This design comes from an exercise in tuning for small area, a short achievable clock period and few clock cycles per item on the open sky130 flow, not from production work.
At most, simulation tests tie the RTL to the original design; equivalence was not proved.
Function not checked in runs 3 to 5: the RTL went through the layout flow alone.
Power and IR drop assume default switching activity.

### design.v
`default_nettype none
package risc14Pkg;
	typedef struct packed {
		logic [7-1:0] laneHi;  
		logic [7-1:0] laneLo;  
	} risc14Lanes;
	typedef union packed {
		logic [14-1:0] scalar;
		risc14Lanes lanes;
	} risc14Word;
endpackage
`default_nettype wire
`default_nettype none
module mulTree
(
	input wire logic [13:0] a,
	input wire logic [13:0] b,
	output logic [13:0] sumRow,
	output logic [13:0] carryRow
);
	wire one0 = b[0] ^ 1'b0;
	wire two0 = (b[1] & ~b[0] & ~1'b0) | (~b[1] & b[0] & 1'b0);
	wire neg0 = b[1];
	wire pp0_0 = ((one0 & a[0]) | (two0 & 1'b0)) ^ neg0;
	wire pp0_1 = ((one0 & a[1]) | (two0 & a[0])) ^ neg0;
	wire pp0_2 = ((one0 & a[2]) | (two0 & a[1])) ^ neg0;
	wire pp0_3 = ((one0 & a[3]) | (two0 & a[2])) ^ neg0;
	wire pp0_4 = ((one0 & a[4]) | (two0 & a[3])) ^ neg0;
	wire pp0_5 = ((one0 & a[5]) | (two0 & a[4])) ^ neg0;
	wire pp0_6 = ((one0 & a[6]) | (two0 & a[5])) ^ neg0;
	wire pp0_7 = ((one0 & a[7]) | (two0 & a[6])) ^ neg0;
	wire pp0_8 = ((one0 & a[8]) | (two0 & a[7])) ^ neg0;
	wire pp0_9 = ((one0 & a[9]) | (two0 & a[8])) ^ neg0;
	wire pp0_10 = ((one0 & a[10]) | (two0 & a[9])) ^ neg0;
	wire pp0_11 = ((one0 & a[11]) | (two0 & a[10])) ^ neg0;
	wire pp0_12 = ((one0 & a[12]) | (two0 & a[11])) ^ neg0;
	wire pp0_13 = ((one0 & a[13]) | (two0 & a[12])) ^ neg0;
	wire one1 = b[2] ^ b[1];
	wire two1 = (b[3] & ~b[2] & ~b[1]) | (~b[3] & b[2] & b[1]);
	wire neg1 = b[3];
	wire pp1_0 = ((one1 & a[0]) | (two1 & 1'b0)) ^ neg1;
	wire pp1_1 = ((one1 & a[1]) | (two1 & a[0])) ^ neg1;
	wire pp1_2 = ((one1 & a[2]) | (two1 & a[1])) ^ neg1;
	wire pp1_3 = ((one1 & a[3]) | (two1 & a[2])) ^ neg1;
	wire pp1_4 = ((one1 & a[4]) | (two1 & a[3])) ^ neg1;
	wire pp1_5 = ((one1 & a[5]) | (two1 & a[4])) ^ neg1;
	wire pp1_6 = ((one1 & a[6]) | (two1 & a[5])) ^ neg1;
	wire pp1_7 = ((one1 & a[7]) | (two1 & a[6])) ^ neg1;
	wire pp1_8 = ((one1 & a[8]) | (two1 & a[7])) ^ neg1;
	wire pp1_9 = ((one1 & a[9]) | (two1 & a[8])) ^ neg1;
	wire pp1_10 = ((one1 & a[10]) | (two1 & a[9])) ^ neg1;
	wire pp1_11 = ((one1 & a[11]) | (two1 & a[10])) ^ neg1;
	wire one2 = b[4] ^ b[3];
	wire two2 = (b[5] & ~b[4] & ~b[3]) | (~b[5] & b[4] & b[3]);
	wire neg2 = b[5];
	wire pp2_0 = ((one2 & a[0]) | (two2 & 1'b0)) ^ neg2;
	wire pp2_1 = ((one2 & a[1]) | (two2 & a[0])) ^ neg2;
	wire pp2_2 = ((one2 & a[2]) | (two2 & a[1])) ^ neg2;
	wire pp2_3 = ((one2 & a[3]) | (two2 & a[2])) ^ neg2;
	wire pp2_4 = ((one2 & a[4]) | (two2 & a[3])) ^ neg2;
	wire pp2_5 = ((one2 & a[5]) | (two2 & a[4])) ^ neg2;
	wire pp2_6 = ((one2 & a[6]) | (two2 & a[5])) ^ neg2;
	wire pp2_7 = ((one2 & a[7]) | (two2 & a[6])) ^ neg2;
	wire pp2_8 = ((one2 & a[8]) | (two2 & a[7])) ^ neg2;
	wire pp2_9 = ((one2 & a[9]) | (two2 & a[8])) ^ neg2;
	wire one3 = b[6] ^ b[5];
	wire two3 = (b[7] & ~b[6] & ~b[5]) | (~b[7] & b[6] & b[5]);
	wire neg3 = b[7];
	wire pp3_0 = ((one3 & a[0]) | (two3 & 1'b0)) ^ neg3;
	wire pp3_1 = ((one3 & a[1]) | (two3 & a[0])) ^ neg3;
	wire pp3_2 = ((one3 & a[2]) | (two3 & a[1])) ^ neg3;
	wire pp3_3 = ((one3 & a[3]) | (two3 & a[2])) ^ neg3;
	wire pp3_4 = ((one3 & a[4]) | (two3 & a[3])) ^ neg3;
	wire pp3_5 = ((one3 & a[5]) | (two3 & a[4])) ^ neg3;
	wire pp3_6 = ((one3 & a[6]) | (two3 & a[5])) ^ neg3;
	wire pp3_7 = ((one3 & a[7]) | (two3 & a[6])) ^ neg3;
	wire one4 = b[8] ^ b[7];
	wire two4 = (b[9] & ~b[8] & ~b[7]) | (~b[9] & b[8] & b[7]);
	wire neg4 = b[9];
	wire pp4_0 = ((one4 & a[0]) | (two4 & 1'b0)) ^ neg4;
	wire pp4_1 = ((one4 & a[1]) | (two4 & a[0])) ^ neg4;
	wire pp4_2 = ((one4 & a[2]) | (two4 & a[1])) ^ neg4;
	wire pp4_3 = ((one4 & a[3]) | (two4 & a[2])) ^ neg4;
	wire pp4_4 = ((one4 & a[4]) | (two4 & a[3])) ^ neg4;
	wire pp4_5 = ((one4 & a[5]) | (two4 & a[4])) ^ neg4;
	wire one5 = b[10] ^ b[9];
	wire two5 = (b[11] & ~b[10] & ~b[9]) | (~b[11] & b[10] & b[9]);
	wire neg5 = b[11];
	wire pp5_0 = ((one5 & a[0]) | (two5 & 1'b0)) ^ neg5;
	wire pp5_1 = ((one5 & a[1]) | (two5 & a[0])) ^ neg5;
	wire pp5_2 = ((one5 & a[2]) | (two5 & a[1])) ^ neg5;
	wire pp5_3 = ((one5 & a[3]) | (two5 & a[2])) ^ neg5;
	wire one6 = b[12] ^ b[11];
	wire two6 = (b[13] & ~b[12] & ~b[11]) | (~b[13] & b[12] & b[11]);
	wire neg6 = b[13];
	wire pp6_0 = ((one6 & a[0]) | (two6 & 1'b0)) ^ neg6;
	wire pp6_1 = ((one6 & a[1]) | (two6 & a[0])) ^ neg6;
	wire s1 = pp0_10 ^ pp1_8;
	wire c2 = pp0_10 & pp1_8;
	wire s3 = pp0_11 ^ pp1_9;
	wire c4 = pp0_11 & pp1_9;
	wire p7 = pp0_12 ^ pp1_10;
	wire s5 = p7 ? ~pp2_8 : pp2_8;
	wire c6 = p7 ? pp2_8 : pp0_12;
	wire s8 = pp3_6 ^ pp4_4;
	wire c9 = pp3_6 & pp4_4;
	wire p12 = pp0_13 ^ pp1_11;
	wire s10 = p12 ? ~pp2_9 : pp2_9;
	wire c11 = p12 ? pp2_9 : pp0_13;
	wire s13 = pp3_7 ^ pp4_5;
	wire c14 = pp3_7 & pp4_5;
	wire s15 = pp0_6 ^ pp1_4;
	wire c16 = pp0_6 & pp1_4;
	wire s17 = pp0_7 ^ pp1_5;
	wire c18 = pp0_7 & pp1_5;
	wire p21 = pp0_8 ^ pp1_6;
	wire s19 = p21 ? ~pp2_4 : pp2_4;
	wire c20 = p21 ? pp2_4 : pp0_8;
	wire s22 = pp3_2 ^ pp4_0;
	wire c23 = pp3_2 & pp4_0;
	wire p26 = pp0_9 ^ pp1_7;
	wire s24 = p26 ? ~pp2_5 : pp2_5;
	wire c25 = p26 ? pp2_5 : pp0_9;
	wire s27 = pp3_3 ^ pp4_1;
	wire c28 = pp3_3 & pp4_1;
	wire p31 = pp2_6 ^ pp3_4;
	wire s29 = p31 ? ~pp4_2 : pp4_2;
	wire c30 = p31 ? pp4_2 : pp2_6;
	wire p34 = pp5_0 ^ neg5;
	wire s32 = p34 ? ~s1 : s1;
	wire c33 = p34 ? s1 : pp5_0;
	wire p37 = pp2_7 ^ pp3_5;
	wire s35 = p37 ? ~pp4_3 : pp4_3;
	wire c36 = p37 ? pp4_3 : pp2_7;
	wire p40 = pp5_1 ^ s3;
	wire s38 = p40 ? ~c2 : c2;
	wire c39 = p40 ? c2 : pp5_1;
	wire p43 = pp5_2 ^ pp6_0;
	wire s41 = p43 ? ~neg6 : neg6;
	wire c42 = p43 ? neg6 : pp5_2;
	wire p46 = s5 ^ s8;
	wire s44 = p46 ? ~c4 : c4;
	wire c45 = p46 ? c4 : s5;
	wire p49 = pp5_3 ^ pp6_1;
	wire s47 = p49 ? ~s10 : s10;
	wire c48 = p49 ? s10 : pp5_3;
	wire p52 = s13 ^ c6;
	wire s50 = p52 ? ~c9 : c9;
	wire c51 = p52 ? c9 : s13;
	wire s53 = pp0_4 ^ pp1_2;
	wire c54 = pp0_4 & pp1_2;
	wire s55 = pp0_5 ^ pp1_3;
	wire c56 = pp0_5 & pp1_3;
	wire p59 = pp2_2 ^ pp3_0;
	wire s57 = p59 ? ~neg3 : neg3;
	wire c58 = p59 ? neg3 : pp2_2;
	wire p62 = pp2_3 ^ pp3_1;
	wire s60 = p62 ? ~s17 : s17;
	wire c61 = p62 ? s17 : pp2_3;
	wire p65 = neg4 ^ s19;
	wire s63 = p65 ? ~s22 : s22;
	wire c64 = p65 ? s22 : neg4;
	wire p68 = s24 ^ s27;
	wire s66 = p68 ? ~c20 : c20;
	wire c67 = p68 ? c20 : s24;
	wire p71 = s29 ^ s32;
	wire s69 = p71 ? ~c25 : c25;
	wire c70 = p71 ? c25 : s29;
	wire p74 = s35 ^ s38;
	wire s72 = p74 ? ~c30 : c30;
	wire c73 = p74 ? c30 : s35;
	wire p77 = s41 ^ s44;
	wire s75 = p77 ? ~c36 : c36;
	wire c76 = p77 ? c36 : s41;
	wire p80 = s47 ^ s50;
	wire s78 = p80 ? ~c42 : c42;
	wire c79 = p80 ? c42 : s47;
	wire s81 = pp0_2 ^ pp1_0;
	wire c82 = pp0_2 & pp1_0;
	wire s83 = pp0_3 ^ pp1_1;
	wire c84 = pp0_3 & pp1_1;
	wire p87 = pp2_0 ^ neg2;
	wire s85 = p87 ? ~s53 : s53;
	wire c86 = p87 ? s53 : pp2_0;
	wire p90 = pp2_1 ^ s55;
	wire s88 = p90 ? ~c54 : c54;
	wire c89 = p90 ? c54 : pp2_1;
	wire p93 = s15 ^ s57;
	wire s91 = p93 ? ~c56 : c56;
	wire c92 = p93 ? c56 : s15;
	wire p96 = c16 ^ s60;
	wire s94 = p96 ? ~c58 : c58;
	wire c95 = p96 ? c58 : c16;
	wire p99 = c18 ^ s63;
	wire s97 = p99 ? ~c61 : c61;
	wire c98 = p99 ? c61 : c18;
	wire p102 = c23 ^ s66;
	wire s100 = p102 ? ~c64 : c64;
	wire c101 = p102 ? c64 : c23;
	wire p105 = c28 ^ s69;
	wire s103 = p105 ? ~c67 : c67;
	wire c104 = p105 ? c67 : c28;
	wire p108 = c33 ^ s72;
	wire s106 = p108 ? ~c70 : c70;
	wire c107 = p108 ? c70 : c33;
	wire p111 = c39 ^ s75;
	wire s109 = p111 ? ~c73 : c73;
	wire c110 = p111 ? c73 : c39;
	wire p114 = c45 ^ s78;
	wire s112 = p114 ? ~c76 : c76;
	wire c113 = p114 ? c76 : c45;
	assign sumRow = {s112, s109, s106, s103, s100, s97, s94, s91, s88, s85, s83, neg1, pp0_1, pp0_0};
	assign carryRow = {c110, c107, c104, c101, c98, c95, c92, c89, c86, c84, c82, s81, 1'b0, neg0};
endmodule
`default_nettype wire
`timescale 1ns/100ps
`default_nettype none
module risc14Exec
(
	input wire logic Clock_not,
	input wire logic rstN,
	input wire logic psel,
	input wire logic penable,
	input wire logic pwrite,
	input wire logic [8-1:0] paddr,
	input wire logic [32-1:0] pwdata,
	output logic [32-1:0] prdata,
	output logic pready,
	output logic pslverr
);
	localparam logic [3:0] K_CPY = 4'd0;   
	localparam logic [3:0] K_ADD = 4'd1;   
	localparam logic [3:0] K_VEC = 4'd2;   
	localparam logic [3:0] K_MULF = 4'd3;  
	localparam logic [3:0] K_NOT = 4'd4;
	localparam logic [3:0] K_AND = 4'd5;
	localparam logic [3:0] K_OR = 4'd6;
	localparam logic [3:0] K_XOR = 4'd7;
	localparam logic [3:0] K_SRL = 4'd8;
	localparam logic [3:0] K_SRA = 4'd9;
	localparam logic [3:0] K_ROTL = 4'd10;
	localparam logic [3:0] K_ROTR = 4'd11;
	logic [14-1:0] regFile [0:16-1];
	logic [12-1:0] statusReg;
	logic [14-1:0] opA;  
	logic [14-1:0] opB;  
	logic [4-1:0] destIdx;
	logic [3:0] kOp;
	logic isSub;
	logic commit;   
	logic mulBusy;  
	logic errQ;
	logic [5-1:0] wordIdx;
	logic [6-1:0] opc;
	logic setup;
	logic isReg, isInstr, isStatus;
	logic opcLegal, useImm, instrExec, hostWrite, isMul;
	logic [3:0] kNew;
	logic [4-1:0] idxA, idxB;
	logic [14-1:0] portA, portB;
	assign wordIdx = paddr[6:2];
	assign opc = pwdata[13:8];
	assign setup = psel & ~penable;
	assign isReg = ~wordIdx[4];
	assign isInstr = (wordIdx == 5'd16);
	assign isStatus = (wordIdx == 5'd17);
	always_comb begin
		opcLegal = 1'b1;
		useImm = 1'b0;
		kNew = K_CPY;
		case (opc)
			6'h02: kNew = K_CPY;
			6'h05, 6'h06: kNew = K_ADD;
			6'h07, 6'h08: begin kNew = K_ADD; useImm = 1'b1; end
			6'h09: kNew = K_MULF;
			6'h0B: kNew = K_NOT;
			6'h0C: kNew = K_AND;
			6'h0D: kNew = K_OR;
			6'h0E: kNew = K_XOR;
			6'h0F: begin kNew = K_SRL; useImm = 1'b1; end
			6'h10: begin kNew = K_SRA; useImm = 1'b1; end
			6'h11: begin kNew = K_ROTL; useImm = 1'b1; end
			6'h12: begin kNew = K_ROTR; useImm = 1'b1; end
			6'h17, 6'h18: kNew = K_VEC;
			default: opcLegal = 1'b0;
		endcase
	end
	assign instrExec = isInstr & pwrite & opcLegal;
	assign hostWrite = isReg & pwrite;
	assign isMul = (opc == 6'h09);
	assign idxA = pwrite ? pwdata[7:4] : wordIdx[4-1:0];
	assign idxB = pwdata[3:0];
	assign portA = regFile[idxA];
	assign portB = regFile[idxB];
	logic [14-1:0] mulSum, mulCarry;
	mulTree mulUnit (.a(opA), .b(opB), .sumRow(mulSum), .carryRow(mulCarry));
	logic passA, isNot;
	assign passA = pwrite ? (opc != 6'h02) : isReg;
	assign isNot = (opc == 6'h0B);
	always_ff @(posedge Clock_not) begin
		mulBusy <= setup & instrExec & isMul;
		commit <= (setup & (hostWrite | (instrExec & ~isMul))) | mulBusy;
		errQ <= ~(isReg | instrExec | (isStatus & ~pwrite));
		destIdx <= hostWrite ? wordIdx[4-1:0] : pwdata[7:4];
		isSub <= ~hostWrite & ((opc == 6'h06) | (opc == 6'h08) | (opc == 6'h18) | (opc == 6'h0B));
		if (mulBusy) begin
			opA <= mulSum;
			opB <= mulCarry;
			kOp <= K_MULF;
		end else begin
			if (~pwrite & isStatus) begin
				opA <= {{(14-12){1'b0}}, statusReg};
			end else if (passA & ~hostWrite) begin
				opA <= portA;
			end else begin
				opA <= '0;
			end
			if (hostWrite) begin
				opB <= pwdata[14-1:0];
			end else if (useImm) begin
				opB <= {{(14-4){1'b0}}, idxB};
			end else if (isNot) begin
				opB <= '0;
			end else begin
				opB <= portB;
			end
			kOp <= hostWrite ? K_CPY : kNew;
		end
	end
	logic isVec;
	logic [14-1:0] bx, prop, gen;
	logic gapX, gapY;
	logic [16:0] sum;
	logic [14-1:0] addRes;
	assign isVec = (kOp == K_VEC);
	assign bx = opB ^ {14{isSub}};
	assign prop = opA ^ bx;
	assign gen = opA & bx;
	assign gapX = ~isVec | isSub;
	assign gapY = isVec & isSub;
	assign sum = {1'b0, opA[13:7], gapX, opA[6:0], 1'b1} + {1'b0, bx[13:7], gapY, bx[6:0], isSub};
	assign addRes = {sum[15:9], sum[7:1]};
	logic [1:0] shamt;
	logic [2:0] fill;
	logic [16:0] shrOut;
	logic [27:0] rotl;
	assign shamt = opB[1:0];
	assign fill = (kOp == K_ROTR) ? opA[2:0] : ((kOp == K_SRA) ? {3{opA[13]}} : 3'b000);
	assign shrOut = {fill, opA} >> shamt;
	assign rotl = {opA, opA} << shamt;
	logic selAdd, selProp, selGen, selShr, selRotl;
	assign selAdd = rstN & ((kOp == K_ADD) | (kOp == K_VEC) | (kOp == K_MULF));
	assign selProp = rstN & ((kOp == K_CPY) | (kOp == K_NOT) | (kOp == K_XOR) | (kOp == K_OR));
	assign selGen = rstN & ((kOp == K_AND) | (kOp == K_OR));
	assign selShr = rstN & ((kOp == K_SRL) | (kOp == K_SRA) | (kOp == K_ROTR));
	assign selRotl = rstN & (kOp == K_ROTL);
	logic [14-1:0] result;
	assign result = ({14{selAdd}} & addRes)
		| ({14{selProp}} & prop)
		| ({14{selGen}} & gen)
		| ({14{selShr}} & shrOut[13:0])
		| ({14{selRotl}} & rotl[27:14]);
	logic zLo, zHi;
	logic flagC, flagV, loC, loV;
	logic wrCV, wrNZ, wrLane;
	assign zLo = (result[6:0] == '0);
	assign zHi = (result[13:7] == '0);
	assign flagC = sum[16] ^ isSub;
	assign flagV = (opA[13] == bx[13]) & (addRes[13] != opA[13]);
	assign loC = sum[8] ^ isSub;
	assign loV = (opA[6] == bx[6]) & (addRes[6] != opA[6]);
	assign wrCV = commit & (kOp == K_ADD);
	assign wrNZ = commit & ((kOp == K_ADD) | (kOp == K_MULF) | (kOp == K_NOT)
		| (kOp == K_AND) | (kOp == K_OR) | (kOp == K_XOR));
	assign wrLane = commit & isVec;
	always_ff @(posedge Clock_not) begin
		for (int i = 0; i < 16; i++) begin
			if (!rstN || (commit && destIdx == i)) begin
				regFile[i] <= result;
			end
		end
	end
	always_ff @(posedge Clock_not) begin
		if (!rstN || wrCV) begin
			statusReg[11] <= rstN & flagC;
			statusReg[9] <= rstN & flagV;
		end
		if (!rstN || wrNZ) begin
			statusReg[10] <= rstN & result[13];
			statusReg[8] <= rstN & zLo & zHi;
		end
		if (!rstN || wrLane) begin
			statusReg[7:0] <= {8{rstN}} & {flagC, result[13], flagV, zHi,
				loC, result[6], loV, zLo};
		end
	end
	assign prdata = {{(32-14){1'b0}}, opA};
	assign pready = ~mulBusy;
	assign pslverr = errQ;
endmodule
`default_nettype wire
### run.sh
#!/bin/bash
# synth_recipe.tcl (not shown) runs the flow's synth.tcl, then flattens the netlist and writes it again
# the make line also repeats each setting of config.mk as NAME=value (left out here)
make -C /OpenROAD-flow-scripts/flow DESIGN_CONFIG=/design/flow/config.mk WORK_HOME=/design/flow/orfs CLKGATE_MAP_FILE= SYNTH_SCRIPT=/design/flow/synth_recipe.tcl finish
### config.mk
export PLATFORM = sky130hd
export DESIGN_NAME = risc14Exec
export DESIGN_NICKNAME = risc14Exec
export VERILOG_FILES = /design/flow/design.v
export SDC_FILE = /design/flow/constraint.sdc
export NUM_CORES = 4
export LEC_CHECK = 0
export ABC_AREA = 1
export CAP_MARGIN = 20
export CORE_MARGIN = 2
export CORE_UTILIZATION = 50
export SETUP_SLACK_MARGIN = 4.5
export SLEW_MARGIN = 20
### constraint.sdc
create_clock -name core_clock -period 7.5 [get_ports {Clock_not}]
set_input_delay 1.5000 -clock core_clock [delete_from_list [all_inputs] [get_ports {Clock_not}]]
set_output_delay 1.5000 -clock core_clock [all_outputs]
set_load 0.01 [all_outputs]
==> results by group, run 1 <==
Cells and area
  – Fillers: 2,715
  – Area growth syn-to-layout: 29.7%
  – Fraction of layout cells with a size suffix above 1: 26.0%
  – Final #Nets: 2,203
  – ANT cells: 0

Placed design
  – GP Congestion: 1.00
  – Pre-CTS WS: 2630 ps
  – Port bufs: 39
  – DP Wirelength: 45,100 µm

Synthesis
  – Syn Inst Count: 1,933
  – Top FF cell, synth: edfxtp_1
  – EDFF count, synth: 237
  – Yosys warning total: 2
  – FFs w/ async S/R, synth: 0%
  – Synth Cell Area: 16,600 µm²
  – Synth unique cells: 66
  – Average size of a mapped cell: 8.59 µm²
  – Seq/Total Area, Yosys: 47.5%
  – #FFs+latches synth: 276

Route
  – Iter 0 DRT Violations: 1,801
  – Antenna viol nets, final: 0
  – Routed met1 length: 23,900 µm
  – Routed length on met2: 31,900 µm
  – Uppermost layer routed: met4
  – Vias per cell: around 6.2
  – WL/cell: roughly 26 µm
  – Met3 wire len: 6020 µm
  – Final WL: 67,200 µm
  – Residual DRC: 0
  – DRT Pass-1 Iters: 8
  – DR vias: 16,019

Clock tree
  – Longest Clk Path Bufs: 3
  – Root Buffer: clkbuf_16
  – H-tree levels: 1
  – CTS tree: built
  – Worst skew pair latency: around 570 ps
  – Clock transition at the registers of the reported paths: 60 ps
  – CTS sink cnt: 276
  – CTS Buf Count: 30

Worst hold path
  – Worst hold path class: flip-flop to flip-flop

Power and ir drop
  – Combinational share of power: about two fifths
  – Worst vdd ir: ~210 µV
  – Reg power frac: 36.8%
  – Power share of the clock group: 24.4%
  – PD cells: 280 nW/µm²
  – Sw Share: 38.7%
  – Pleak: 9.13 nW
  – NetSw: 2.33 mW
  – Int Pwr: 3.70 mW

STA
  – Setup slack after layout: 4400 ps
  – Fin. Hold Viols: 0
  – Slew Limit Fails: 0
  – Actual slew at the worst max-slew pin: 807 ps
  – RSZ-0062 raised after global routing: true
  – FMAX: 323 MHz
  – Worst clock skew: 14.8 ps
  – Setup Total Neg Slack: 0 ps
  – Setup Viol. Count Final: 0
  – Tmin final: 3100 ps
  – Slew HR: between 40% and 50%
  – Final period utilization: 41.3%

Floorplanning
  – Core ar.: 32,600 µm²
  – Die H: 186 µm
  – Initial Util: 50.9%
  – Die area: between 30,000 and 40,000 µm²
  – Die width: 186 µm
  – Row cnt: between 60 and 70
  – I/O pins: 79

Run
  – Number of max-cap violations: 0

Setup path
  – CP arrival: between 3000 and 4000 ps
  – Max incr delay on CP: ~280 ps
  – Setup crit start kind: input pin
  – WP data required: ~8000 ps
  – CP cell instances: buf_12 -> o21ai_4 -> inv_4 -> nand2_4 -> clkinvlp_4 -> nand2_4 -> clkinvlp_4 -> buf_6 -> a221oi_2 -> nand4_1 -> o21ai_1 -> o21ai_1 -> nand2_1 -> nand2_1
  – Cell family with most CP delay: compound AO/OA/AOI/OAI gates
  – Worst setup EP type: flip-flop
  – Worst path slowest cell: a221oi_2
  – WP buf/inv: 5
  – Worst Setup Path Type: input pin to flip-flop
  – Crit-path max FO: 5

Run status
  – Outcome: complete, no violations

Global routing
  – GRT Util Overall: 38.2%
  – First-pass GRT wire length: 95,800 µm
  – Gr ovfl total: 0
  – Largest net degree at the start of global routing: 32
  – Initial antenna violation count: 0
  – Vias in the first global route: 15,016
-- metal layers --
metal  GRT usage (%)  vias up
li1                -     7182
met1            45.3     7522
met2            65.5     1012
met3            5.84      303
met4            23.3        0
met5               0        -
-- through the flow --
step | std cells | util, % | hold WS [ps] | area (µm²) | power, mW
floorplan | 1950 | - | 507 | 16900 | 3.60
global placement | 2388 | 54.2 | 521 | 17700 | 4.15
detailed placement | 2388 | 54.2 | 527 | 17700 | 4.19
CTS | 2540 | 63.2 | 520 | 20600 | 5.84
global route | 2589 | 66.1 | 558 | 21500 | 6.31
finish | 2589 | 66.1 | 534 | 21500 | 6.03
-- synthesized netlist by cell type, types with 12 or more instances --
| master | count | area share, % |
|---|---|---|
| edfxtp_1 | 237 | 43 |
| dfxtp_1 | 39 | 4.7 |
| inv_2 | 17 | 0.38 |
| o21ai_1 | 19 | 0.57 |
| buf_4 | 22 | 0.99 |
| nor2_1 | 96 | 2.2 |
| nor3_1 | 13 | 0.39 |
| nand2_2 | 18 | 0.68 |
| nand3_2 | 12 | 0.72 |
| nand2_1 | 510 | 12 |
| o22ai_1 | 60 | 2.3 |
| nand3_1 | 76 | 2.3 |
| o2111ai_1 | 19 | 1.0 |
| a21oi_1 | 66 | 2.0 |
| inv_1 | 222 | 5.0 |
| ha_1 | 33 | 2.5 |
| o211ai_1 | 17 | 0.77 |
| a221oi_1 | 70 | 3.7 |
| o21ai_0 | 120 | 3.6 |
| clkbuf_1 | 34 | 0.77 |
| nand4_1 | 25 | 0.94 |
| xor2_1 | 61 | 3.2 |
| buf_2 | 14 | 0.42 |
-- placed cells by master, fill, tap and decap left out, types with 40 or more instances in the layout --
cell type | netlist | layout
a21oi_1 | 66 | 57
buf_4 | 22 | 130
edfxtp_1 | 237 | 237
inv_1 | 222 | 186
nand2_1 | 510 | 465
nand3_1 | 76 | 68
nor2_1 | 96 | 73
o21ai_0 | 120 | 83
o21ai_1 | 19 | 40
o22ai_1 | 60 | 55
xor2_1 | 61 | 58
-- state kept, by name, summed over array words and instances (netlist names), named ones only --
register / count
mulBusy: 1
statusReg: 12
kOp: 4
destIdx: 4
commit: 1
errQ: 1
opA: 14
opB: 13
isSub: 1
regFile: 224
-- power by group through the flow --
stage                     logic, mW  clock network [mW]  registers [mW]
final                          2.34                1.47            2.22
after global routing           2.54                1.53            2.23
after CTS                      2.17                1.47            2.19
after detailed placement       1.98                   0            2.21
after global placement         1.95                   0            2.21
after floorplan                1.46                   0            2.15
-- cells by family (layout without fill, tap and decap cells) --
| logic type | count (synthesis) | count (layout) | share of synthesized area (%) |
|---|---|---|---|
| other | 1 | 18 | 0.0226 |
| buffers and inverters | 327 | 523 | 8.17 |
| and+or+nand+nor | 777 | 778 | 20.0 |
| xor gates and xnor gates | 69 | 69 | 3.75 |
| DFF | 276 | 276 | 47.5 |
| adders and majority gates | 33 | 33 | 2.49 |
| AOI/OAI and AO/OA | 450 | 450 | 18.1 |
-- worst paths after layout --
kind	start	to	slack (ps)	cells past startpoint
worst min register to register	statusReg[1]	opA[1]	530	2
worst min-delay path	statusReg[1]	opA[1]	530	2
worst max register to register	isSub	regFile[11][13]	4600	9
worst max-delay path	pwrite	opA[10]	4400	14
-- layout make-up --
| class | instances | area [µm²] | area share, % |
|---|---|---|---|
| multi-input combinational | 1348 | 8790 | 40.8 |
| sequential | 276 | 7950 | 36.9 |
| timing repair buffer | 217 | 2190 | 10.2 |
| inverter | 251 | 1100 | 5.10 |
| clock buffer | 39 | 806 | 3.74 |
| tap | 442 | 553 | 2.57 |
| clock inverter | 15 | 155 | 0.720 |
| timing repair inverter | 1 | 5.00 | 0.0232 |
-- worst min-delay path: stages, from the launching register on --
cell and delay (ps):
edfxtp_1 320, a21oi_1 60, a21oi_1 120
-- timing repair --
action / CTS / global route
pin swaps: 69 / 75
setup buffers: 93 / 46
setup endpoints to repair: 284 / 133
hold endpoints to repair: 0 / 0
resized for setup: 335 / 135
gates cloned: 5 / 3
hold buffers: 0 / 0
Testbench counts, summed over its fixed seeds: cycles 19,530, transfers 9,600.
==> inputs of run 2 (changes only) <==
--- a/config.mk
+++ b/config.mk
@@ -10,4 +10,4 @@
 export CORE_MARGIN = 2
 export CORE_UTILIZATION = 50
-export SETUP_SLACK_MARGIN = 4.5
+export SETUP_SLACK_MARGIN = 4.0
 export SLEW_MARGIN = 20
==> results by group, run 2 <==
Route
  – Vias per cell: 6.16 (-0.37%)
  – WL/cell: 24.9 µm (-4.1%)
  – Residual DRC: 0 (unchanged)
  – Routed length on met2: 29,300 µm (-8.0%)
  – DR vias: 15,485 (-3.3%)
  – DRT Pass-1 Iters: 6 (-2)
  – Routed met1 length: 23,400 µm (-2.1%)
  – Antenna viol nets, final: 0 (unchanged)
  – Uppermost layer routed: met4
  – Final WL: 62,500 µm (-7.0%)
  – Iter 0 DRT Violations: 1,831 (+1.7%)
  – Met3 wire len: 6050 µm (+0.62%)

Cells and area
  – Most flops, register: regFile
  – Final #Nets: 2,124 (-3.6%)
  – Sequential cell area: 7900 µm² (-0.60%)
  – Fillers: 2,868 (+5.6%)
  – Largest regs: regFile: 224 flops, opA: 14 flops, opB: 13 flops
  – ANT cells: 0 (unchanged)
  – Area growth syn-to-layout: 20.1%
  – Area of the multi-input gates: 8180 µm² (-7.0%)
  – Fraction of layout cells with a size suffix above 1: 17.2% (-8.8 points)
  – Max reg flops: 224 (unchanged)
  – Most common cell after layout, fill and taps aside: nand2_1
  – Commonest cells after routing, fill and taps aside: nand2_1, edfxtp_1, inv_1, o21ai_0, buf_4

STA
  – Setup Viol. Count Final: 0 (unchanged)
  – FMAX: 288 MHz (-11%)
  – Actual slew at the worst max-slew pin: 654 ps (-153 ps)
  – Slew Limit Fails: 0 (unchanged)
  – Final period utilization: 46.3% (+5.0 points)
  – Fin. Hold Viols: 0 (unchanged)
  – Tmin final: 3470 ps (+374 ps)
  – Setup Total Neg Slack: 0 ps (unchanged)
  – Slew HR: 56.3% (+10 points)
  – Setup slack after layout: 4030 ps (-374 ps)
  – Worst clock skew: 25.7 ps (+10.9 ps)
  – RSZ-0062 raised after global routing: true

Synthesis
  – #FFs+latches synth: 276 (unchanged)
  – Average size of a mapped cell: 8.59 µm² (unchanged)
  – Syn Inst Count: 1,933 (unchanged)
  – Top cells by count, synth: nand2_1, edfxtp_1, inv_1, o21ai_0, nor2_1
  – Top FF cell, synth: edfxtp_1
  – FFs w/ async S/R, synth: 0% (unchanged)
  – Synth top area cells: edfxtp_1, nand2_1, inv_1
  – Yosys warning total: 2 (unchanged)
  – Area leader, netlist: edfxtp_1
  – Synth unique cells: 66 (unchanged)
  – Synth Cell Area: 16,600 µm² (unchanged)
  – EDFF count, synth: 237 (unchanged)
  – Count leader, synth: nand2_1
  – Top cell type's share of synthesized area: 42.8% (unchanged)
  – Seq/Total Area, Yosys: 47.5% (unchanged)

Global routing
  – First-pass GRT wire length: 89,400 µm (-6.6%)
  – Initial antenna violation count: 0 (unchanged)
  – Vias in the first global route: 14,168 (-5.6%)
  – GRT Util Overall: 35.7% (-2.5 points)
  – Largest net degree at the start of global routing: 39 (+22%)
  – Gr ovfl total: 0 (unchanged)

Placed design
  – Pre-CTS WS: 2330 ps (-292 ps)
  – Port bufs: 39 (unchanged)
  – GP Congestion: 1.02 (+1.9%)
  – DP Wirelength: 44,700 µm (-0.76%)

Setup path
  – CP arrival: 3880 ps (+320 ps)
  – Setup crit start kind: input pin
  – Worst Setup Path Type: input pin to flip-flop
  – R2R setup slack: 4260 ps (-340 ps)
  – Worst path slowest cell: clkdlybuf4s50_1
  – Worst setup EP type: flip-flop
  – CP Launch Point: pwdata[7]
  – Max incr delay on CP: 510 ps (+230 ps)
  – R2R cell count: 15 (+6)
  – CP cell instances: clkdlybuf4s50_1 -> inv_2 -> nand2_1 -> o21ai_4 -> inv_1 -> nor2_4 -> nand2_2 -> inv_1 -> nand2_1 -> o21ai_0 -> a221oi_2 -> nand4_1 -> o211ai_1 -> a32oi_1
  – WP data required: 7910 ps (-50 ps)
  – CP Capture Point: opA[0]
  – Crit-path max FO: 6 (+1)
  – Reg2reg start: isSub
  – RR Endpoint: regFile[4][13]

Power and ir drop
  – Worst vdd ir: 206 µV (-2.1%)
  – PD cells: 293 nW/µm² (+4.6%)
  – Pleak: 8.45 nW (-7.5%)

Clock tree
  – Worst skew pair latency: 570 ps (about the same)
  – Root Buffer: clkbuf_16
  – CTS tree: built
  – CTS Buf Count: 30 (unchanged)
  – H-tree levels: 1 (unchanged)
  – Longest Clk Path Bufs: 3 (unchanged)
  – Clock transition at the registers of the reported paths: 60 ps (about the same)
  – CTS sink cnt: 276 (unchanged)

Floorplanning
  – Die area: 34,700 µm² (unchanged)
  – Row cnt: 66 (unchanged)
  – Core ar.: 32,600 µm² (unchanged)
  – Die width: 186 µm (unchanged)
  – Die H: 186 µm (unchanged)
  – I/O pins: 79 (unchanged)
  – Initial Util: 50.9% (unchanged)

Worst hold path
  – Worst hold path class: flip-flop to flip-flop

Run status
  – Outcome: complete, no violations

Run
  – Number of max-cap violations: 0 (unchanged)
[run 2: changes by cell type in the layout (fill, tap and decap cells not counted), sizes merged, moves of 2 or more]
cell	change
inv	+3
clkbuf	-6
clkdlybuf4s50	+23
dlygate4sd2	-13
dlymetal6s2s	+5
clkinvlp	-5
bufbuf	-2
clkinv	+5
buf	-86
[run 2: kinds of logic after synthesis]
family	count (synthesis)	share of synthesized area, %
AND/OR/NAND/NOR	777	20.0
AO/OA/AOI/OAI	450	18.1
buffers and inverters	327	8.17
flip-flops	276	47.5
XOR/XNOR	69	3.75
adder cells (fa/ha/maj)	33	2.49
other	1	0.0226
[run 2: worst min-delay path by stage]
stage                 start  endpoint  slack (ps)  cells past startpoint
2_1_floorplan  statusReg[3]    opA[3]         510                      2
3_3_place_gp   statusReg[0]    opA[0]         540                      2
3_5_place_dp   statusReg[0]    opA[0]         540                      2
4_1_cts        statusReg[0]    opA[0]         560                      2
5_1_grt        statusReg[0]    opA[0]         590                      2
6_report       statusReg[0]    opA[0]         550                      2
[run 2: area by class of cell]
cell class	count	area share (%)
multi-input cells	1347	41.0
flip-flops and latches	276	39.6
clock inverters	20	0.954
repair buffers	140	6.44
clock buffers	36	3.98
well taps	442	2.77
inverters	251	5.26
[run 2: per-layer routing]
metal / vias up / GRT usage [%]
met4: 0 / 17.3
li1: 7005 / -
met2: 895 / 60.5
met3: 210 / 6.46
met5: - / 0
met1: 7375 / 44.1
[run 2: timing repair]
action / in CTS / in global routing
hold buffers: 0 / 0
pin swaps: 16 / 32
setup endpoints to repair: 210 / 63
buffers inserted: 35 / 23
resized for setup: 134 / 103
cloned: 1 / 0
[run 2: critical path: cells and delay by family]
family	cells	cell delay [ps]
AOI/OAI and AO/OA	5	800
buffers and inverters	4	850
and+or+nand+nor	5	720
[run 2: stage by stage]
step / hold slack, ps / cell area, µm² / utilization, % / power [mW] / std cells
global route: 587 / 19900 / 61.1 / 6.12 / 2512
detailed placement: 542 / 17600 / 53.8 / 4.17 / 2397
global placement: 541 / 17600 / 53.8 / 4.13 / 2397
floorplan: 507 / 16700 / - / 3.58 / 1950
finish: 554 / 19900 / 61.1 / 5.83 / 2512
CTS: 557 / 19400 / 59.4 / 5.72 / 2489
[run 2: power by group]
part	switching, mW	leakage (nW)	internal, mW
sequential	0.183	2.75	2.02
combinational	1.43	5.22	0.720
clock	0.605	0.480	0.884
==> inputs of run 3 (changes only) <==
--- a/design.v
+++ b/design.v
@@ -295,7 +295,4 @@
 	logic [14-1:0] mulSum, mulCarry;
 	mulTree mulUnit (.a(opA), .b(opB), .sumRow(mulSum), .carryRow(mulCarry));
-	logic passA, isNot;
-	assign passA = pwrite ? (opc != 6'h02) : isReg;
-	assign isNot = (opc == 6'h0B);
 	always_ff @(posedge Clock_not) begin
 		mulBusy <= setup & instrExec & isMul;
@@ -303,5 +300,5 @@
 		errQ <= ~(isReg | instrExec | (isStatus & ~pwrite));
 		destIdx <= hostWrite ? wordIdx[4-1:0] : pwdata[7:4];
-		isSub <= ~hostWrite & ((opc == 6'h06) | (opc == 6'h08) | (opc == 6'h18) | (opc == 6'h0B));
+		isSub <= (opc == 6'h06) | (opc == 6'h08) | (opc == 6'h18);
 		if (mulBusy) begin
 			opA <= mulSum;
@@ -309,17 +306,10 @@
 			kOp <= K_MULF;
 		end else begin
-			if (~pwrite & isStatus) begin
-				opA <= {{(14-12){1'b0}}, statusReg};
-			end else if (passA & ~hostWrite) begin
-				opA <= portA;
-			end else begin
-				opA <= '0;
-			end
+			opA <= (pwrite | isReg) ? portA
+				: (isStatus ? {{(14-12){1'b0}}, statusReg} : '0);
 			if (hostWrite) begin
 				opB <= pwdata[14-1:0];
 			end else if (useImm) begin
 				opB <= {{(14-4){1'b0}}, idxB};
-			end else if (isNot) begin
-				opB <= '0;
 			end else begin
 				opB <= portB;
@@ -329,5 +319,5 @@
 	end
 	logic isVec;
-	logic [14-1:0] bx, prop, gen;
+	logic [14-1:0] bx;
 	logic gapX, gapY;
 	logic [16:0] sum;
@@ -335,6 +325,4 @@
 	assign isVec = (kOp == K_VEC);
 	assign bx = opB ^ {14{isSub}};
-	assign prop = opA ^ bx;
-	assign gen = opA & bx;
 	assign gapX = ~isVec | isSub;
 	assign gapY = isVec & isSub;
@@ -349,16 +337,17 @@
 	assign shrOut = {fill, opA} >> shamt;
 	assign rotl = {opA, opA} << shamt;
-	logic selAdd, selProp, selGen, selShr, selRotl;
-	assign selAdd = rstN & ((kOp == K_ADD) | (kOp == K_VEC) | (kOp == K_MULF));
-	assign selProp = rstN & ((kOp == K_CPY) | (kOp == K_NOT) | (kOp == K_XOR) | (kOp == K_OR));
-	assign selGen = rstN & ((kOp == K_AND) | (kOp == K_OR));
-	assign selShr = rstN & ((kOp == K_SRL) | (kOp == K_SRA) | (kOp == K_ROTR));
-	assign selRotl = rstN & (kOp == K_ROTL);
 	logic [14-1:0] result;
-	assign result = ({14{selAdd}} & addRes)
-		| ({14{selProp}} & prop)
-		| ({14{selGen}} & gen)
-		| ({14{selShr}} & shrOut[13:0])
-		| ({14{selRotl}} & rotl[27:14]);
+	always_comb begin
+		case (kOp)
+			K_ADD, K_VEC, K_MULF: result = addRes;
+			K_NOT: result = ~opA;
+			K_AND: result = opA & opB;
+			K_OR: result = opA | opB;
+			K_XOR: result = opA ^ opB;
+			K_SRL, K_SRA, K_ROTR: result = shrOut[13:0];
+			K_ROTL: result = rotl[27:14];
+			default: result = opB;
+		endcase
+	end
 	logic zLo, zHi;
 	logic flagC, flagV, loC, loV;
@@ -374,8 +363,10 @@
 		| (kOp == K_AND) | (kOp == K_OR) | (kOp == K_XOR));
 	assign wrLane = commit & isVec;
+	logic [14-1:0] wrData;
+	assign wrData = rstN ? result : '0;
 	always_ff @(posedge Clock_not) begin
 		for (int i = 0; i < 16; i++) begin
 			if (!rstN || (commit && destIdx == i)) begin
-				regFile[i] <= result;
+				regFile[i] <= wrData;
 			end
 		end
--- a/config.mk
+++ b/config.mk
@@ -10,4 +10,4 @@
 export CORE_MARGIN = 2
 export CORE_UTILIZATION = 50
-export SETUP_SLACK_MARGIN = 4.0
+export SETUP_SLACK_MARGIN = 4.5
 export SLEW_MARGIN = 20
==> results by group, run 3 <==
Clock tree
  – Longest Clk Path Bufs: 3 (unchanged)
  – CTS tree: built
  – Clock transition at the registers of the reported paths: 60 ps (about the same)
  – CTS Buf Count: 30 (unchanged)
  – Worst skew pair latency: 580 ps (about the same)
  – CTS sink cnt: 276 (unchanged)
  – Root Buffer: clkbuf_16
  – H-tree levels: 1 (unchanged)

Cells and area
  – Commonest cells after routing, fill and taps aside: nand2_1, edfxtp_1, inv_1, buf_4, o21ai_0
  – Fraction of layout cells with a size suffix above 1: 27.5% (+10 points)
  – Fillers: 2,776 (-3.2%)
  – Sequential cell area: 7970 µm² (+0.93%)
  – Most common cell after layout, fill and taps aside: nand2_1
  – Area growth syn-to-layout: 30.9%
  – Final Util: 65.9% (+4.7 points)
  – Area of the multi-input gates: 9230 µm² (+13%)
  – Most flops, register: regFile
  – Max reg flops: 224 (unchanged)
  – Largest regs: regFile: 224 flops, opA: 14 flops, opB: 13 flops
  – Final #Nets: 2,323 (+9.4%)

Setup path
  – WP data required: 7820 ps (-90 ps)
  – WP buf/inv: 4 (unchanged)
  – Worst setup EP type: flip-flop
  – Max incr delay on CP: 370 ps (-140 ps)
  – Worst Setup Path Type: input pin to flip-flop
  – Crit-path max FO: 7 (+1)
  – R2R setup slack: 4550 ps (+290 ps)
  – Reg2reg start: opB[1]
  – CP arrival: 3440 ps (-440 ps)
  – CP cell instances: clkbuf_4 -> nand2_1 -> inv_2 -> nand2_4 -> clkinvlp_4 -> buf_4 -> a221oi_1 -> nand4_1 -> o211ai_1 -> a21oi_1
  – Worst path slowest cell: a221oi_1
  – Cell family with most CP delay: compound AO/OA/AOI/OAI gates
  – R2R cell count: 16 (+1)
  – Setup crit start kind: input pin
  – Cell count along the critical path: 10 (-4)
  – RR Endpoint: regFile[10][5]

Route
  – DR vias: 17,217 (+11%)
  – DRT Pass-1 Iters: 8 (+2)
  – Iter 0 DRT Violations: 2,128 (+16%)
  – WL/cell: 27.3 µm (+9.6%)
  – Vias per cell: 6.38 (+3.6%)
  – Antenna viol nets, final: 0 (unchanged)
  – Residual DRC: 0 (unchanged)
  – Final WL: 73,500 µm (+18%)

Global routing
  – Grt met2 use: 63.8% (+3.2 points)
  – Top Usage Layer GRT: met2
  – GRT Util Overall: 38.8% (+3.1 points)
  – Vias in the first global route: 15,826 (+12%)
  – Largest net degree at the start of global routing: 37 (-5.1%)
  – Met1 Track Usage GR: 45.9% (+1.8 points)
  – M3 GR Usage: 7.66% (+1.2 points)
  – Initial antenna violation count: 2 (+2)
  – Gr ovfl total: 0 (unchanged)
  – First-pass GRT wire length: 102,000 µm (+14%)

Synthesis
  – Top cells by count, synth: nand2_1, inv_1, edfxtp_1, o21ai_0, nor2_1
  – Average size of a mapped cell: 8.65 µm² (+0.66%)
  – FFs w/ async S/R, synth: 0% (unchanged)
  – Seq/Total Area, Yosys: 45.8% (-1.8 points)
  – Synth unique cells: 60 (-9.1%)
  – Dominant combinational cell family by area after synthesis: compound AO/OA/AOI/OAI gates
  – Count leader, synth: nand2_1
  – Top cell type's share of synthesized area: 41.3% (-1.6 points)
  – Synth Area in Compound Gates: 19.1% (+1.0 points)
  – Synth Cell Area: 17,200 µm² (+3.8%)
  – Top FF cell, synth: edfxtp_1
  – Area leader, netlist: edfxtp_1
  – Adder-cell area share of the yosys netlist: 4.35% (+1.9 points)
  – Post-Synth Simple-Gate Area: 18.7% (-1.3 points)
  – Multiplexer share of the synthesized area: 0% (unchanged)
  – EDFF count, synth: 237 (unchanged)
  – #FFs+latches synth: 276 (unchanged)
  – Synth top area cells: edfxtp_1, nand2_1, inv_1
  – Yosys warning total: 2 (unchanged)
  – Syn Inst Count: 1,994 (+3.2%)
  – Xor and xnor fraction of the mapped netlist area: 3.48% (-0.27 points)

Floorplanning
  – Die width: 190 µm (+1.9%)
  – Core ar.: 34,300 µm² (+5.1%)
  – Die H: 190 µm (+1.9%)
  – I/O pins: 79 (unchanged)
  – Die area: 36,000 µm² (+3.7%)
  – Initial Util: 50.3% (-0.62 points)
  – Row cnt: 68 (+3.0%)

STA
  – Setup Total Neg Slack: 0 ps (unchanged)
  – Actual slew at the worst max-slew pin: 1140 ps (+486 ps)
  – RSZ-0062 raised after global routing: true
  – Worst clock skew: 19.0 ps (-6.72 ps)
  – Final period utilization: 41.6% (-4.7 points)
  – Slew HR: 23.7% (-33 points)
  – Tmin final: 3120 ps (-353 ps)
  – Setup Viol. Count Final: 0 (unchanged)
  – Fin. Hold Viols: 0 (unchanged)
  – Slew Limit Fails: 0 (unchanged)
  – FMAX: 320 MHz (+11%)

Power and ir drop
  – PD cells: 264 nW/µm² (-9.9%)
  – Worst vdd ir: 201 µV (-2.2%)
  – Pleak: 9.55 nW (+13%)

Run
  – Number of max-cap violations: 0 (unchanged)

Placed design
  – GP Congestion: 1.00 (-1.5%)
  – DP Wirelength: 46,900 µm (+4.8%)
  – Port bufs: 39 (unchanged)

Run status
  – Outcome: complete, no violations

Worst hold path
  – Worst hold path class: flip-flop to flip-flop
  – Hold path cells: 2 (unchanged)
  – Worst Hold Endpoint: opA[2]
  – Worst Hold Launch: statusReg[2]
run 3: power by group:
part / internal [mW] / total, mW / switching (mW)
sequential: 1.91 / 2.08 / 0.162
combinational: 0.838 / 2.33 / 1.50
clock: 0.891 / 1.55 / 0.655
total: 3.64 / 5.96 / 2.31
run 3: worst max path at each step:
stage | start | end | slack, ps
global placement | pwdata[0] | opB[12] | 2470
detailed placement | pwdata[0] | opB[12] | 2460
floorplan | pwrite | opA[8] | 4480
global route | pwrite | opA[11] | 4380
finish | pwdata[3] | flip-flop | 4380
CTS | rstN | regFile[10][1] | 4310
run 3: cell families after synthesis:
| family | count (synthesis) |
|---|---|
| DFF | 276 |
| other | 1 |
| xor gates and xnor gates | 66 |
| and+or+nand+nor | 743 |
| buffers and inverters | 353 |
| adders and majority gates | 60 |
| AOI/OAI and AO/OA | 495 |
run 3: layout make-up:
type                       instances  share of cell area, %
clock buffer                      33                   3.47
multi-input combinational       1382                   40.9
timing repair inverter             1                 0.0332
timing repair buffer             249                   11.3
sequential                       276                   35.3
antenna                            1                 0.0111
tap                              455                   2.52
clock inverter                    22                   1.01
inverter                         278                   5.46
run 3: worst register-to-register path, stage by stage (launching register included):
cell	delay, ps
dfxtp_4	350
buf_12	140
xor2_1	160
ha_1	350
buf_4	160
nand3_1	90
nand2_1	80
nand2_1	100
nand2_1	50
a21oi_1	170
nor2_1	60
nor2_1	80
nand2_1	130
nand4_1	130
o21bai_1	140
inv_1	110
nor2_4	360
run 3: metal layers:
metal,wire length (µm),vias up
li1,-,7528
met1,25600,8037
met2,33200,1236
met3,7750,414
met4,6990,2
met5,11,-
run 3: what timing repair did:
action	4_1_cts	5_1_grt
setup buffers	104	66
resized for setup	311	206
pin swaps	51	81
endpoints found under the setup margin	281	260
hold buffers	0	0
cloned	3	7
run 3: stage by stage:
step                      instance area [µm²]  power, mW  setup slack [ps]  hold slack [ps]  cells
after floorplan                         17400       3.45              4480              427   2011
after global placement                  18200       3.98              2470              437   2460
after detailed placement                18200       4.01              2460              448   2460
after CTS                               21000       5.69              4310              461   2622
after global routing                    22600       6.23              4380              479   2696
final                                   22600       5.96              4380              463   2697
==> inputs of run 4 (changes only) <==
--- a/config.mk
+++ b/config.mk
@@ -10,4 +10,4 @@
 export CORE_MARGIN = 2
 export CORE_UTILIZATION = 50
-export SETUP_SLACK_MARGIN = 4.5
+export SETUP_SLACK_MARGIN = 5.0
 export SLEW_MARGIN = 20
==> results by group, run 4 <==
Run status
  – Outcome: complete, no violations

Cells and area
  – Area of the multi-input gates: 10,400 µm² (+13%)
  – Finished Cell Area: 25,100 µm² (+11%)
  – Non-Filler Instances: 2,789 (+3.4%)
  – Commonest cells after routing, fill and taps aside: nand2_1, edfxtp_1, inv_1, buf_4, buf_6
  – Max reg flops: 224 (unchanged)
  – Fraction of layout cells with a size suffix above 1: 38.3% (+11 points)
  – Largest regs: regFile: 224 flops, opA: 14 flops, opB: 13 flops
  – Fillers: 2,378 (-14%)
  – Sequential cell area: 7970 µm² (about the same)
  – Most flops, register: regFile
  – Area growth syn-to-layout: 45.4%
  – Final #Nets: 2,415 (+4.0%)
  – Most common cell after layout, fill and taps aside: nand2_1

STA
  – Worst clock skew: 21.8 ps (+2.76 ps)
  – Setup Viol. Count Final: 0 (unchanged)
  – Hold WS: 457 ps (-6.36 ps)
  – Slew Limit Fails: 0 (unchanged)
  – FMAX: 315 MHz (-1.8%)
  – Actual slew at the worst max-slew pin: 1210 ps (+71.4 ps)
  – Final period utilization: 42.4% (+0.76 points)
  – RSZ-0062 raised after global routing: true
  – Fin. Hold Viols: 0 (unchanged)
  – Setup Total Neg Slack: 0 ps (unchanged)
  – Slew HR: 19.2% (-4.5 points)
  – Tmin final: 3180 ps (+57.1 ps)

Synthesis
  – Top FF cell, synth: edfxtp_1
  – FFs w/ async S/R, synth: 0% (unchanged)
  – Synth top area cells: edfxtp_1, nand2_1, inv_1
  – Synth unique cells: 60 (unchanged)
  – EDFF count, synth: 237 (unchanged)
  – Syn Inst Count: 1,994 (unchanged)
  – Top cells by count, synth: nand2_1, inv_1, edfxtp_1, o21ai_0, nor2_1
  – #FFs+latches synth: 276 (unchanged)
  – Yosys warning total: 2 (unchanged)
  – Seq/Total Area, Yosys: 45.8% (unchanged)
  – Synth Cell Area: 17,200 µm² (unchanged)
  – Top cell type's share of synthesized area: 41.3% (unchanged)
  – Average size of a mapped cell: 8.65 µm² (unchanged)
  – Area leader, netlist: edfxtp_1
  – Count leader, synth: nand2_1

Setup path
  – Worst setup EP type: flip-flop
  – WP data required: 7920 ps (+100 ps)
  – Crit-path max FO: 5 (-2)
  – Reg2reg start: isSub
  – Setup crit start kind: input pin
  – R2R cell count: 19 (+3)
  – CP Launch Point: pwrite
  – CP arrival: 3600 ps (+160 ps)
  – Worst Setup Path Type: input pin to flip-flop
  – RR Endpoint: regFile[12][12]
  – R2R setup slack: 4490 ps (-60 ps)

Clock tree
  – H-tree levels: 1 (unchanged)
  – Worst skew pair latency: 580 ps (about the same)
  – CTS tree: built
  – Clock transition at the registers of the reported paths: 70 ps (about the same)
  – Post-CTS Hold Fix Bufs: 0 (unchanged)
  – Root Buffer: clkbuf_16
  – CTS sink cnt: 276 (unchanged)
  – CTS Buf Count: 30 (unchanged)
  – Longest Clk Path Bufs: 3 (unchanged)

Route
  – WL/cell: 29.2 µm (+7.1%)
  – Final WL: 81,500 µm (+11%)
  – Iter 0 DRT Violations: 2,445 (+15%)
  – Residual DRC: 0 (unchanged)
  – Antenna viol nets, final: 0 (unchanged)
  – DRT Pass-1 Iters: 10 (+2)
  – Vias per cell: 6.55 (+2.7%)
  – DR vias: 18,277 (+6.2%)

Power and ir drop
  – PD cells: 260 nW/µm² (-1.5%)
  – Reg power frac: 32.0% (-2.9 points)
  – Sw Share: 39.3% (+0.42 points)
  – Pleak: 10.4 nW (+8.8%)
  – Int Pwr: 3.96 mW (+8.7%)
  – Worst vdd ir: 249 µV (+24%)
  – Power share of the clock group: 24.6% (-1.4 points)
  – NetSw: 2.56 mW (+11%)
  – Combinational share of power: 43.5% (+4.3 points)

Placed design
  – Port bufs: 39 (unchanged)
  – Placed Instance Area: 18,600 µm² (+2.1%)
  – DP Wirelength: 47,300 µm (+0.91%)
  – DP Cell Count: 2,452 (-0.33%)
  – GP Congestion: 0.977 (-2.7%)

Global routing
  – Gr ovfl total: 0 (unchanged)
  – Initial antenna violation count: 2 (unchanged)
  – Vias in the first global route: 17,336 (+9.5%)
  – GRT Util Overall: 42.4% (+3.6 points)
  – First-pass GRT wire length: 111,000 µm (+9.2%)
  – Largest net degree at the start of global routing: 37 (unchanged)

Worst hold path
  – Hold path cells: 2 (unchanged)
  – Worst hold path class: flip-flop to flip-flop
  – Worst Hold Launch: statusReg[9]
  – Worst Hold Endpoint: opA[9]

Floorplanning
  – Core ar.: 34,300 µm² (unchanged)
  – Initial Util: 50.3% (unchanged)
  – Die width: 190 µm (unchanged)
  – I/O pins: 79 (unchanged)
  – Die H: 190 µm (unchanged)
  – Die area: 36,000 µm² (unchanged)
  – Row cnt: 68 (unchanged)

Run
  – Number of max-cap violations: 0 (unchanged)
-- run 4: power by group through the flow --
stage / registers [mW] / clock network (mW) / logic, mW
after global routing: 2.09 / 1.65 / 3.04
final: 2.08 / 1.60 / 2.83
after CTS: 2.06 / 1.59 / 2.41
after floorplan: 2.03 / 0 / 1.48
after global placement: 2.10 / 0 / 1.92
after detailed placement: 2.10 / 0 / 1.96
-- run 4: layer usage --
layer / track usage (%) / part of all wire [%]
met5: 0 / 0.0098
met3: 10.0 / 12
met1: 47.6 / 33
met4: 34.3 / 11
met2: 69.2 / 44
-- run 4: kinds of logic (layout without fill, tap and decap cells) --
kind of cell | Yosys count | in the layout | share of synthesized area (%)
AO/OA/AOI/OAI | 495 | 495 | 19.1
XOR/XNOR | 66 | 66 | 3.48
adder cells (fa/ha/maj) | 60 | 60 | 4.35
buffers and inverters | 353 | 672 | 8.60
flip-flops | 276 | 276 | 45.8
other | 1 | 19 | 0.0217
AND/OR/NAND/NOR | 743 | 746 | 18.7
-- run 4: worst max-delay path: stages --
cell and delay, ps:
buf_16 120, o21ai_4 300, nor2_4 150, buf_12 160, buf_4 160, a32o_1 260, a21oi_1 210, nand4_1 300
a21oi_2 270, o221ai_1 150
-- run 4: metrics by stage --
step / setup WS [ps] / util, % / power [mW]
floorplan: 4500 / - / 3.50
finish: 4320 / 73.2 / 6.52
detailed placement: 2490 / 54.2 / 4.06
global route: 4410 / 73.2 / 6.78
global placement: 2510 / 54.2 / 4.02
CTS: 4600 / 67.9 / 6.06
-- run 4: timing repair --
| action | CTS | global route |
|---|---|---|
| setup buffers | 190 | 77 |
| cloned | 9 | 5 |
| gates resized for setup | 591 | 248 |
| pin swaps | 150 | 162 |
| hold endpoints to repair | 0 | 0 |
| setup endpoints to repair | 368 | 296 |
-- run 4: final cells by class --
| class | instances | area share [%] |
|---|---|---|
| diodes | 1 | 0.00998 |
| clock buffers | 35 | 3.15 |
| clock inverters | 20 | 1.02 |
| inverters | 278 | 5.65 |
| multi-input cells | 1385 | 41.5 |
| flip-flops and latches | 276 | 31.8 |
| well taps | 455 | 2.27 |
| repair buffers | 336 | 14.5 |
| repair inverters | 3 | 0.115 |
-- run 4: worst max-delay path by stage --
stage	end	depth (start not counted)
after detailed placement	opA[10]	9
final	opA[2]	10
after global placement	opA[10]	9
after floorplan	opA[5]	11
after CTS	opA[11]	10
after global routing	opA[11]	13
==> inputs of run 5 (changes only) <==
--- a/design.v
+++ b/design.v
@@ -257,6 +257,4 @@
 	logic opcLegal, useImm, instrExec, hostWrite, isMul;
 	logic [3:0] kNew;
-	logic [4-1:0] idxA, idxB;
-	logic [14-1:0] portA, portB;
 	assign wordIdx = paddr[6:2];
 	assign opc = pwdata[13:8];
@@ -289,10 +287,29 @@
 	assign hostWrite = isReg & pwrite;
 	assign isMul = (opc == 6'h09);
-	assign idxA = pwrite ? pwdata[7:4] : wordIdx[4-1:0];
-	assign idxB = pwdata[3:0];
-	assign portA = regFile[idxA];
-	assign portB = regFile[idxB];
 	logic [14-1:0] mulSum, mulCarry;
 	mulTree mulUnit (.a(opA), .b(opB), .sumRow(mulSum), .carryRow(mulCarry));
+	logic isNot, readA, instrA, useB, selSr;
+	logic [16-1:0] selA, selB;
+	logic [14-1:0] nextA, nextB;
+	assign isNot = (opc == 6'h0B);
+	assign readA = ~mulBusy & ~pwrite & isReg;
+	assign instrA = ~mulBusy & pwrite & ~isReg & (opc != 6'h02);
+	assign useB = ~mulBusy & ~isReg & ~useImm & ~isNot;
+	assign selSr = ~mulBusy & ~pwrite & isStatus;
+	always_comb begin
+		nextA = ({14{mulBusy}} & mulSum)
+			| ({14{selSr}} & {{(14-12){1'b0}}, statusReg});
+		nextB = ({14{mulBusy}} & mulCarry)
+			| ({14{~mulBusy & hostWrite}} & pwdata[14-1:0])
+			| ({14{~mulBusy & ~isReg & useImm}}
+				& {{(14-4){1'b0}}, pwdata[3:0]});
+		for (int i = 0; i < 16; i++) begin
+			selA[i] = (readA & (wordIdx[4-1:0] == i))
+				| (instrA & (pwdata[7:4] == i));
+			selB[i] = useB & (pwdata[3:0] == i);
+			nextA = nextA | ({14{selA[i]}} & regFile[i]);
+			nextB = nextB | ({14{selB[i]}} & regFile[i]);
+		end
+	end
 	always_ff @(posedge Clock_not) begin
 		mulBusy <= setup & instrExec & isMul;
@@ -300,24 +317,11 @@
 		errQ <= ~(isReg | instrExec | (isStatus & ~pwrite));
 		destIdx <= hostWrite ? wordIdx[4-1:0] : pwdata[7:4];
-		isSub <= (opc == 6'h06) | (opc == 6'h08) | (opc == 6'h18);
-		if (mulBusy) begin
-			opA <= mulSum;
-			opB <= mulCarry;
-			kOp <= K_MULF;
-		end else begin
-			opA <= (pwrite | isReg) ? portA
-				: (isStatus ? {{(14-12){1'b0}}, statusReg} : '0);
-			if (hostWrite) begin
-				opB <= pwdata[14-1:0];
-			end else if (useImm) begin
-				opB <= {{(14-4){1'b0}}, idxB};
-			end else begin
-				opB <= portB;
-			end
-			kOp <= hostWrite ? K_CPY : kNew;
-		end
+		isSub <= ~hostWrite & ((opc == 6'h06) | (opc == 6'h08) | (opc == 6'h18) | (opc == 6'h0B));
+		kOp <= mulBusy ? K_MULF : (hostWrite ? K_CPY : kNew);
+		opA <= nextA;
+		opB <= nextB;
 	end
 	logic isVec;
-	logic [14-1:0] bx;
+	logic [14-1:0] bx, prop, gen;
 	logic gapX, gapY;
 	logic [16:0] sum;
@@ -325,4 +329,6 @@
 	assign isVec = (kOp == K_VEC);
 	assign bx = opB ^ {14{isSub}};
+	assign prop = opA ^ bx;
+	assign gen = opA & bx;
 	assign gapX = ~isVec | isSub;
 	assign gapY = isVec & isSub;
@@ -337,17 +343,16 @@
 	assign shrOut = {fill, opA} >> shamt;
 	assign rotl = {opA, opA} << shamt;
+	logic selAdd, selProp, selGen, selShr, selRotl;
+	assign selAdd = rstN & ((kOp == K_ADD) | (kOp == K_VEC) | (kOp == K_MULF));
+	assign selProp = rstN & ((kOp == K_CPY) | (kOp == K_NOT) | (kOp == K_XOR) | (kOp == K_OR));
+	assign selGen = rstN & ((kOp == K_AND) | (kOp == K_OR));
+	assign selShr = rstN & ((kOp == K_SRL) | (kOp == K_SRA) | (kOp == K_ROTR));
+	assign selRotl = rstN & (kOp == K_ROTL);
 	logic [14-1:0] result;
-	always_comb begin
-		case (kOp)
-			K_ADD, K_VEC, K_MULF: result = addRes;
-			K_NOT: result = ~opA;
-			K_AND: result = opA & opB;
-			K_OR: result = opA | opB;
-			K_XOR: result = opA ^ opB;
-			K_SRL, K_SRA, K_ROTR: result = shrOut[13:0];
-			K_ROTL: result = rotl[27:14];
-			default: result = opB;
-		endcase
-	end
+	assign result = ({14{selAdd}} & addRes)
+		| ({14{selProp}} & prop)
+		| ({14{selGen}} & gen)
+		| ({14{selShr}} & shrOut[13:0])
+		| ({14{selRotl}} & rotl[27:14]);
 	logic zLo, zHi;
 	logic flagC, flagV, loC, loV;
@@ -363,10 +368,8 @@
 		| (kOp == K_AND) | (kOp == K_OR) | (kOp == K_XOR));
 	assign wrLane = commit & isVec;
-	logic [14-1:0] wrData;
-	assign wrData = rstN ? result : '0;
 	always_ff @(posedge Clock_not) begin
 		for (int i = 0; i < 16; i++) begin
 			if (!rstN || (commit && destIdx == i)) begin
-				regFile[i] <= wrData;
+				regFile[i] <= result;
 			end
 		end
--- a/config.mk
+++ b/config.mk
@@ -10,4 +10,4 @@
 export CORE_MARGIN = 2
 export CORE_UTILIZATION = 50
-export SETUP_SLACK_MARGIN = 5.0
+export SETUP_SLACK_MARGIN = 4.5
 export SLEW_MARGIN = 20
==> results by group, run 5 <==
Worst hold path
  – Worst hold path class: flip-flop to flip-flop

Cells and area
  – Final #Nets: 2,255 (-6.6%)
  – Largest regs: regFile: 224 flops, opA: 14 flops, opB: 14 flops
  – Most flops, register: regFile
  – Fillers: 2,657 (+12%)
  – Most common cell after layout, fill and taps aside: nand2_1
  – Area growth syn-to-layout: 32.3%
  – Sequential cell area: 7950 µm² (-0.25%)
  – Area of the multi-input gates: 8990 µm² (-14%)
  – Commonest cells after routing, fill and taps aside: nand2_1, edfxtp_1, inv_1, buf_4, nand3_1

Route
  – Iter 0 DRT Violations: 2,081 (-15%)
  – DRT Pass-1 Iters: 6 (-4)
  – Vias per cell: 6.21 (-5.3%)
  – DR vias: 16,414 (-10%)
  – Residual DRC: 0 (unchanged)

Synthesis
  – Yosys warning total: 2 (unchanged)
  – Count leader, synth: nand2_1
  – Average size of a mapped cell: 8.47 µm² (-2.1%)
  – Syn Inst Count: 1,961 (-1.7%)
  – Top cell type's share of synthesized area: 42.7% (+1.4 points)
  – Synth Cell Area: 16,600 µm² (-3.8%)
  – #FFs+latches synth: 276 (unchanged)
  – Seq/Total Area, Yosys: 47.5% (+1.7 points)
  – Area leader, netlist: edfxtp_1
  – Top FF cell, synth: edfxtp_1

Setup path
  – WP data required: 7930 ps (about the same)
  – CP arrival: 3780 ps (+180 ps)
  – CP Launch Point: pwdata[9]
  – Worst setup EP type: flip-flop
  – Worst Setup Path Type: input pin to flip-flop
  – Setup crit start kind: input pin
  – Reg2reg start: isSub
  – R2R setup slack: 4600 ps (+110 ps)

STA
  – Final period utilization: 44.7% (+2.3 points)
  – FMAX: 299 MHz (-5.1%)
  – Slew HR: 53.7% (+35 points)
  – RSZ-0062 raised after global routing: true
  – Tmin final: 3350 ps (+172 ps)
  – Setup Viol. Count Final: 0 (unchanged)
  – Setup Total Neg Slack: 0 ps (unchanged)
  – Worst clock skew: 16.7 ps (-5.04 ps)

Global routing
  – First-pass GRT wire length: 96,400 µm (-13%)
  – Largest net degree at the start of global routing: 38 (+2.7%)
  – GRT Util Overall: 38.7% (-3.7 points)
  – Gr ovfl total: 0 (unchanged)
  – Initial antenna violation count: 2 (unchanged)
  – Vias in the first global route: 15,086 (-13%)

Power and ir drop
  – Power share of the clock group: 30.1% (+5.5 points)
  – Sw Share: 35.8% (-3.5 points)
  – Worst vdd ir: 221 µV (-11%)
  – Combinational share of power: 31.4% (-12 points)
  – NetSw: 2.02 mW (-21%)
  – Pleak: 9.24 nW (-11%)
  – PD cells: 257 nW/µm² (-1.1%)
  – Int Pwr: 3.63 mW (-8.4%)

Clock tree
  – Longest Clk Path Bufs: 3 (unchanged)
  – Worst skew pair latency: 580 ps (about the same)
  – CTS Buf Count: 31 (+3.3%)
  – H-tree levels: 1 (unchanged)
  – Root Buffer: clkbuf_16
  – Clock transition at the registers of the reported paths: 60 ps (about the same)

Floorplanning
  – I/O pins: 79 (unchanged)
  – Die width: 186 µm (-1.9%)
  – Core ar.: 32,600 µm² (-4.9%)
  – Die H: 186 µm (-1.9%)
  – Initial Util: 50.9% (+0.59 points)
  – Row cnt: 66 (-2.9%)
  – Die area: 34,700 µm² (-3.7%)

Run status
  – Outcome: complete, no violations

Run
  – Number of max-cap violations: 0 (unchanged)

Placed design
  – GP Congestion: 0.975 (-0.23%)
## run 5: path summary, 6_finish.rpt
kind | depth (start not counted) | endpoint
worst max-delay path | 16 | opB[4]
worst min-delay path | 2 | opB[2]
worst max register to register | 15 | statusReg[4]
worst min register to register | 2 | opB[2]
## run 5: final cells by class
cell class,count,share of cell area [%]
multi-input combinational,1382,40.9
timing repair buffer,233,10.3
antenna,1,0.0114
clock buffer,31,3.53
inverter,253,4.88
sequential,276,36.2
tap,442,2.52
clock inverter,27,1.62
## run 5: kinds of logic after synthesis
| kind of cell | synth area share [%] |
|---|---|
| AO/OA/AOI/OAI | 16.4 |
| XOR/XNOR | 3.27 |
| adder cells (fa/ha/maj) | 2.49 |
| buffers and inverters | 7.98 |
| flip-flops | 47.5 |
| other | 0.0226 |
| AND/OR/NAND/NOR | 22.4 |
## run 5: metrics by stage
step | instance area (µm²) | hold WS [ps] | utilization, % | setup WS, ps | instances
finish | 22000 | 520 | 67.3 | 4150 | 2645
global route | 22000 | 538 | 67.3 | 4090 | 2644
CTS | 20700 | 512 | 63.4 | 4290 | 2581
detailed placement | 17700 | 499 | 54.4 | 2450 | 2424
global placement | 17700 | 500 | 54.4 | 2470 | 2424
floorplan | 17000 | 448 | - | 4320 | 1978
## run 5: power by group through the flow
stage	sequential [mW]	combinational [mW]	clock [mW]
2_1_floorplan	2.10	1.12	0
3_3_place_gp	2.17	1.48	0
3_5_place_dp	2.17	1.51	0
4_1_cts	2.15	1.63	1.70
5_1_grt	2.19	1.94	1.76
6_report	2.17	1.77	1.70
## run 5: metal layers
metal,up-vias,GRT usage (%),share of wire [%]
li1,7282,-,-
met1,7684,48.7,36
met2,1161,62.4,46
met3,287,7.03,11
met4,0,23.6,7.6
met5,-,0,0
## run 5: timing repair
item / 4_1_cts / 5_1_grt
gates resized for setup: 297 / 165
gates cloned: 2 / 4
hold buffers: 0 / 0
hold endpoints to repair: 0 / 0
setup buffers: 97 / 59
setup endpoints to repair: 278 / 115
pin swaps: 73 / 67
## run 5: critical path: stages
cell and delay [ps]:
buf_12 110, ha_4 170, inv_4 70, ha_4 140, nand2_4 50, nor2_4 120
a21oi_4 90, nand2_4 180, inv_8 110, nand2_4 100, nor2_4 70, buf_4 170
a221oi_2 270, nand4_1 310, nor2_1 200, nand4_1 120

Re-timed with assumed drivers on the ports (clkbuf_16 on the clock, buf_2 on other inputs), run 5 has 4.159 ns of setup slack against 4.150 ns with ideal ports, and 3.528 ns once port delays also move by the mid clock arrival of 0.631 ns.
